Source: an optimization exercise on an open RTL-to-GDS flow (aim: small area, a short achievable clock period and few clock cycles per item). Production flows keep margins and buffers that such runs may drop.
At most, simulation tests tie the RTL to the original design; equivalence was not proved.

Setup of trial 27:
## keyframe_displacement_test_core
module keyframe_displacement_test_core
(
  input  wire logic        clk_i,
  input  wire logic        rst_ni,
  input  wire logic        in_valid,
  output logic             in_stall,
  input  wire logic [16:0] ref_x_i,
  input  wire logic [16:0] ref_y_i,
  input  wire logic [16:0] cur_x_i,
  input  wire logic [16:0] cur_y_i,
  input  wire logic        valid_req_i,
  input  wire logic        has_reference_i,
  input  wire logic        last_i,
  output logic             out_valid,
  input  wire logic        out_stall,
  output logic             is_keyframe_o,
  output logic [12:0]      match_count_o,
  output logic [29:0]      distance_sum_o,
  input  wire logic        cfg_valid,
  output logic             cfg_ready,
  input  wire logic [1:0]  cfg_index_i,
  input  wire logic [15:0] cfg_data_i
);
==> flow/config.mk <==
export PLATFORM = sky130hd
export DESIGN_NAME = keyframe_displacement_test_core
export DESIGN_NICKNAME = keyframe_displacement_test_core
export VERILOG_FILES = /design/flow/design.v
export SDC_FILE = /design/flow/constraint.sdc
export NUM_CORES = 4
export LEC_CHECK = 0
export CAP_MARGIN = 20
export CORE_MARGIN = 2
export CORE_UTILIZATION = 40
export SETUP_SLACK_MARGIN = 0
export SLEW_MARGIN = 20
==> flow/constraint.sdc <==
create_clock -name core_clock -period 9.0 [get_ports {clk_i}]
set_input_delay 1.8000 -clock core_clock [delete_from_list [all_inputs] [get_ports {clk_i}]]
set_output_delay 1.8000 -clock core_clock [all_outputs]
set_load 0.01 [all_outputs]
run.sh (not shown) runs the stock make flow with config.mk's settings and CLKGATE_MAP_FILE= SYNTH_SCRIPT=/design/flow/synth_recipe.tcl, a recipe that flattens the netlist after the stock synthesis.
The inputs of build 75 differ from those of trial 27 as listed below.
# trial 27
export LEC_CHECK = 0
export CAP_MARGIN = 20
export CORE_MARGIN = 2
export CORE_UTILIZATION = 40
export SETUP_SLACK_MARGIN = 0
export SLEW_MARGIN = 20
create_clock -name core_clock -period 9.0 [get_ports {clk_i}]
# build 75
export LEC_CHECK = 0
export CAP_MARGIN = 20
export CORE_MARGIN = 2
export CORE_UTILIZATION = 40
export SETUP_SLACK_MARGIN = 5
export SLEW_MARGIN = 20
create_clock -name core_clock -period 9.0 [get_ports {clk_i}]
- Diff trial 27 -> build 75: critical path depth went up by about 9%; routability-driven placement congestion ratio went up by 0.0063; full die area was more or less identical; fraction of area in non-clock buffers went up by 5.2 points.
- Going from trial 27 to build 75, detailed-routed wire length on met3 shrank by a little under 10%.
- From trial 27 to build 75 the numbers moved as follows: total clock buffers created by CTS lower; layout-stage area growth over the synthesis result higher.
No run of this note included a check of the RTL's function; only the layout flow was run.


Another version of the RTL of keyframe_displacement_test_core (not shown whole).
For scale: roughly 4,900 cells after synthesis, about 1,100 flip-flops, ~140 I/O pins.
Design keyframe_displacement_test_core, start of the top module:
module keyframe_displacement_test_core
(
  input  wire logic        clk_i,
  input  wire logic        rst_ni,
  input  wire logic        in_valid,
  output logic             in_stall,
  input  wire logic [16:0] ref_x_i,
  input  wire logic [16:0] ref_y_i,
  input  wire logic [16:0] cur_x_i,
  input  wire logic [16:0] cur_y_i,
  input  wire logic        valid_req_i,
  input  wire logic        has_reference_i,
  input  wire logic        last_i,
  output logic             out_valid,
  input  wire logic        out_stall,
  output logic             is_keyframe_o,
  output logic [12:0]      match_count_o,
  output logic [29:0]      distance_sum_o,
  input  wire logic        cfg_valid,
  output logic             cfg_ready,
  input  wire logic [1:0]  cfg_index_i,
  input  wire logic [15:0] cfg_data_i
);
clock: 9.0 ns
lec_check: 0
cap_margin: 20
core_margin: 2
core_utilization: 60
cts_cluster_diameter: 100
cts_cluster_size: 30
slew_margin: 20
standard.sh (not shown) runs the stock make flow with config.mk's settings and CLKGATE_MAP_FILE= SYNTH_SCRIPT=/design/flow/synth_recipe.tcl, a recipe that flattens the netlist after the stock synthesis.
==> flow/flow/run.sh <==
#!/bin/bash
# The standard layout (standard.sh: ORFS from synthesis to the final
# layout, unchanged synthesis), with two settings changed through the
# environment:
#  - the port buffers that buffer_ports inserts on every input and output are
#    a plain buffer cell (buf_2) instead of the default choice;
#  - setup repair aims at 5.4 ns of slack on the 9 ns clock, so it keeps
#    improving paths down to about 3.6 ns.
# The make output goes to standard.log; ORFS keeps each step's own log under
# orfs/logs/.
export BUFFER_PORTS_ARGS="-buffer_cell sky130_fd_sc_hd__buf_2"
export SETUP_SLACK_MARGIN=5.4
bash standard.sh > standard.log 2>&1
Testbench counts at the start, summed over its fixed seeds: cycles 5,613, items 5,317.
Edit:
==> flow/flow/run.sh (replaced) <==
#!/bin/bash
# The standard layout (standard.sh: ORFS from synthesis to the final
# layout, unchanged synthesis), with two settings changed through the
# environment:
#  - the port buffers that buffer_ports inserts on every input and output are
#    a plain buffer cell (buf_2) instead of the default choice;
#  - setup repair aims at 5.55 ns of slack on the 9 ns clock, so it keeps
#    improving paths down to about 3.45 ns.
# The make output goes to standard.log; ORFS keeps each step's own log under
# orfs/logs/.
export BUFFER_PORTS_ARGS="-buffer_cell sky130_fd_sc_hd__buf_2"
export SETUP_SLACK_MARGIN=5.55
bash standard.sh > standard.log 2>&1
Result: The new run completed without violations. Area after synthesis does not change. Design area rose by 2.6%. Clock skew grows by 0.0035 ns. Worst setup slack gets better by 0.038 ns. Utilization climbs by 1.7 points.
Edit:
==> flow/flow/run.sh (replaced) <==
#!/bin/bash
# The standard layout (standard.sh: ORFS from synthesis to the final
# layout, unchanged synthesis), with two settings changed through the
# environment:
#  - the port buffers that buffer_ports inserts on every input and output are
#    a plain buffer cell (buf_2) instead of the default choice;
#  - setup repair aims at 5.4 ns of slack on the 9 ns clock, so it keeps
#    improving paths down to about 3.6 ns.
# The make output goes to standard.log; ORFS keeps each step's own log under
# orfs/logs/.
export BUFFER_PORTS_ARGS="-buffer_cell sky130_fd_sc_hd__buf_2"
export SETUP_SLACK_MARGIN=5.4
bash standard.sh > standard.log 2>&1
- CTS_CLUSTER_DIAMETER: 100 -> unset
- CTS_CLUSTER_SIZE: 30 -> unset
=> Non-clock buffer count goes down by 83; clock skew goes up by 0.0047 ns; wire length goes down by 1.3%.
Edit:
- CTS_CLUSTER_DIAMETER: unset -> 100
- CTS_CLUSTER_SIZE: unset -> 25
Worst setup slack stays flat. Fmax barely changes. Area after synthesis does not change. Non-clock buffer count fell by 5. Global-route usage came out lower by 0.67 points.


keyframe_displacement_test_core, a different RTL version from the one above (not shown whole).
Size: ~4,800 cells after synthesis, roughly 140 I/O pins, ~53,000 um^2 of cells after synthesis.
Design keyframe_displacement_test_core, start of the top module:
module keyframe_displacement_test_core
(
  input  wire logic        clk_i,
  input  wire logic        rst_ni,
  input  wire logic        in_valid,
  output logic             in_stall,
  input  wire logic [16:0] ref_x_i,
  input  wire logic [16:0] ref_y_i,
  input  wire logic [16:0] cur_x_i,
  input  wire logic [16:0] cur_y_i,
  input  wire logic        valid_req_i,
  input  wire logic        has_reference_i,
  input  wire logic        last_i,
  output logic             out_valid,
  input  wire logic        out_stall,
  output logic             is_keyframe_o,
  output logic [12:0]      match_count_o,
  output logic [29:0]      distance_sum_o,
  input  wire logic        cfg_valid,
  output logic             cfg_ready,
  input  wire logic [1:0]  cfg_index_i,
  input  wire logic [15:0] cfg_data_i
);
==> flow/config.mk <==
export PLATFORM = sky130hd
export DESIGN_NAME = keyframe_displacement_test_core
export DESIGN_NICKNAME = keyframe_displacement_test_core
export VERILOG_FILES = /design/flow/design.v
export SDC_FILE = /design/flow/constraint.sdc
export NUM_CORES = 4
export LEC_CHECK = 0
export CAP_MARGIN = 20
export CORE_MARGIN = 2
export CORE_UTILIZATION = 40
export SLEW_MARGIN = 20
==> flow/constraint.sdc <==
create_clock -name core_clock -period 9.0 [get_ports {clk_i}]
set_input_delay 1.8000 -clock core_clock [delete_from_list [all_inputs] [get_ports {clk_i}]]
set_output_delay 1.8000 -clock core_clock [all_outputs]
set_load 0.01 [all_outputs]
==> flow/flow/run.sh <==
#!/bin/bash
# the standard layout, with port buffers of a plain buffer cell and setup
# repair aiming at a tighter target than the 9 ns clock
export BUFFER_PORTS_ARGS="-buffer_cell sky130_fd_sc_hd__buf_2"
export SETUP_SLACK_MARGIN=5.7
bash standard.sh > standard.log 2>&1
Edit:
--- a/flow/flow/run.sh
+++ b/flow/flow/run.sh
@@ -5 +5 @@
-export SETUP_SLACK_MARGIN=5.7
+export SETUP_SLACK_MARGIN=5.4
--- a/flow/config.mk
+++ b/flow/config.mk
@@ -10 +10 @@
-export CORE_UTILIZATION = 40
+export CORE_UTILIZATION = 60
Outcome:
- count of clock-buffer cells in the layout shrinks by 19
- worst setup slack gets worse by 0.020 ns
- non-clock buffer count shrinks by 118
Edit:
--- a/flow/config.mk
+++ b/flow/config.mk
@@ -10 +10 @@
-export CORE_UTILIZATION = 60
+export CORE_UTILIZATION = 40
The new run produced a clean layout.
Wire length barely changes.
Cell area grows by 0.90%.
First-iteration DRC count fell by about 10%.
Edit:
--- a/flow/config.mk
+++ b/flow/config.mk
@@ -10 +10,2 @@
-export CORE_UTILIZATION = 40
+export CORE_UTILIZATION = 70
+export CTS_BUF_LIST = sky130_fd_sc_hd__clkbuf_4
The changed run finished with timing, DRC and antenna clean.
Final cell count fell by 6.8%.
Maximum frequency goes down by about 0.33%.
Setup slack is worse by 0.012 ns.
Edit:
--- a/flow/config.mk
+++ b/flow/config.mk
@@ -10,2 +10,2 @@
-export CORE_UTILIZATION = 70
-export CTS_BUF_LIST = sky130_fd_sc_hd__clkbuf_4
+export CORE_UTILIZATION = 60
+export CTS_BUF_LIST = sky130_fd_sc_hd__clkbuf_4 sky130_fd_sc_hd__clkbuf_8
=> The new run passed the timing, design-rule and antenna checks. Worst hold slack improved by 0.045 ns. Clock-buffer cell count drops by 142. Synthesized cell count is unchanged. Final cell count hardly moves. Global-route usage drops by 3.8 points.
No functional check of the RTL was part of any run of this note.

[afterwards: timing with drivers on the ports]
How much do the figures lean on ideal ports? The routed layouts below were timed once more, with nothing changed but the port constraints. Step 1, drivers: a clkbuf_16 drives clk_i and a buf_2 each remaining input, both assumed. Step 2 moves the port delays by t, midway between the first and last clock arrival at a register: inputs arrive t later, outputs are due t later. That takes back most of the time a late clock gives input paths. a / b / c = no drivers / after step 1 / after step 2; a / b = the first two.
run	t, ns	setup slack, ns	hold slack, ns	worst slew at a driven data input, ns
trial 27	0.695	1.110 / 1.110 / 1.110	0.318 / 0.318 / 0.318	0.05
build 75	0.688	2.081 / 2.081 / 2.081	0.307 / 0.307 / 0.307	0.06
the first run of note 2	0.683	5.455 / 5.455 / 4.970	0.326 / 0.326 / 0.326	0.06
the second run of note 2	0.680	5.493 / 5.493 / 4.986	0.323 / 0.323 / 0.323	0.06
the third run of note 2	0.754	5.449 / 5.449 / 4.951	0.307 / 0.307 / 0.307	0.06
the fourth run of note 2	0.700	5.450 / 5.450 / 4.933	0.326 / 0.326 / 0.326	0.06
the first run of note 3	0.788	5.391 / 5.391 / 5.080	0.275 / 0.275 / 0.275	0.05
the second run of note 3	0.749	5.372 / 5.372 / 4.966	0.301 / 0.301 / 0.301	0.05
the third run of note 3	0.776	5.306 / 5.306 / 4.958	0.308 / 0.308 / 0.308	0.06
the fourth run of note 3	1.117	5.294 / 5.294 / 4.854	0.260 / 0.260 / 0.260	0.04
the fifth run of note 3	0.891	5.343 / 5.343 / 4.885	0.305 / 0.305 / 0.305	0.05
After both steps every run listed still meets setup and hold. For the fourth run of note 2, which loses most, drivers alone change the setup slack by 0.000 ns; drivers and shift together by -0.517 ns.
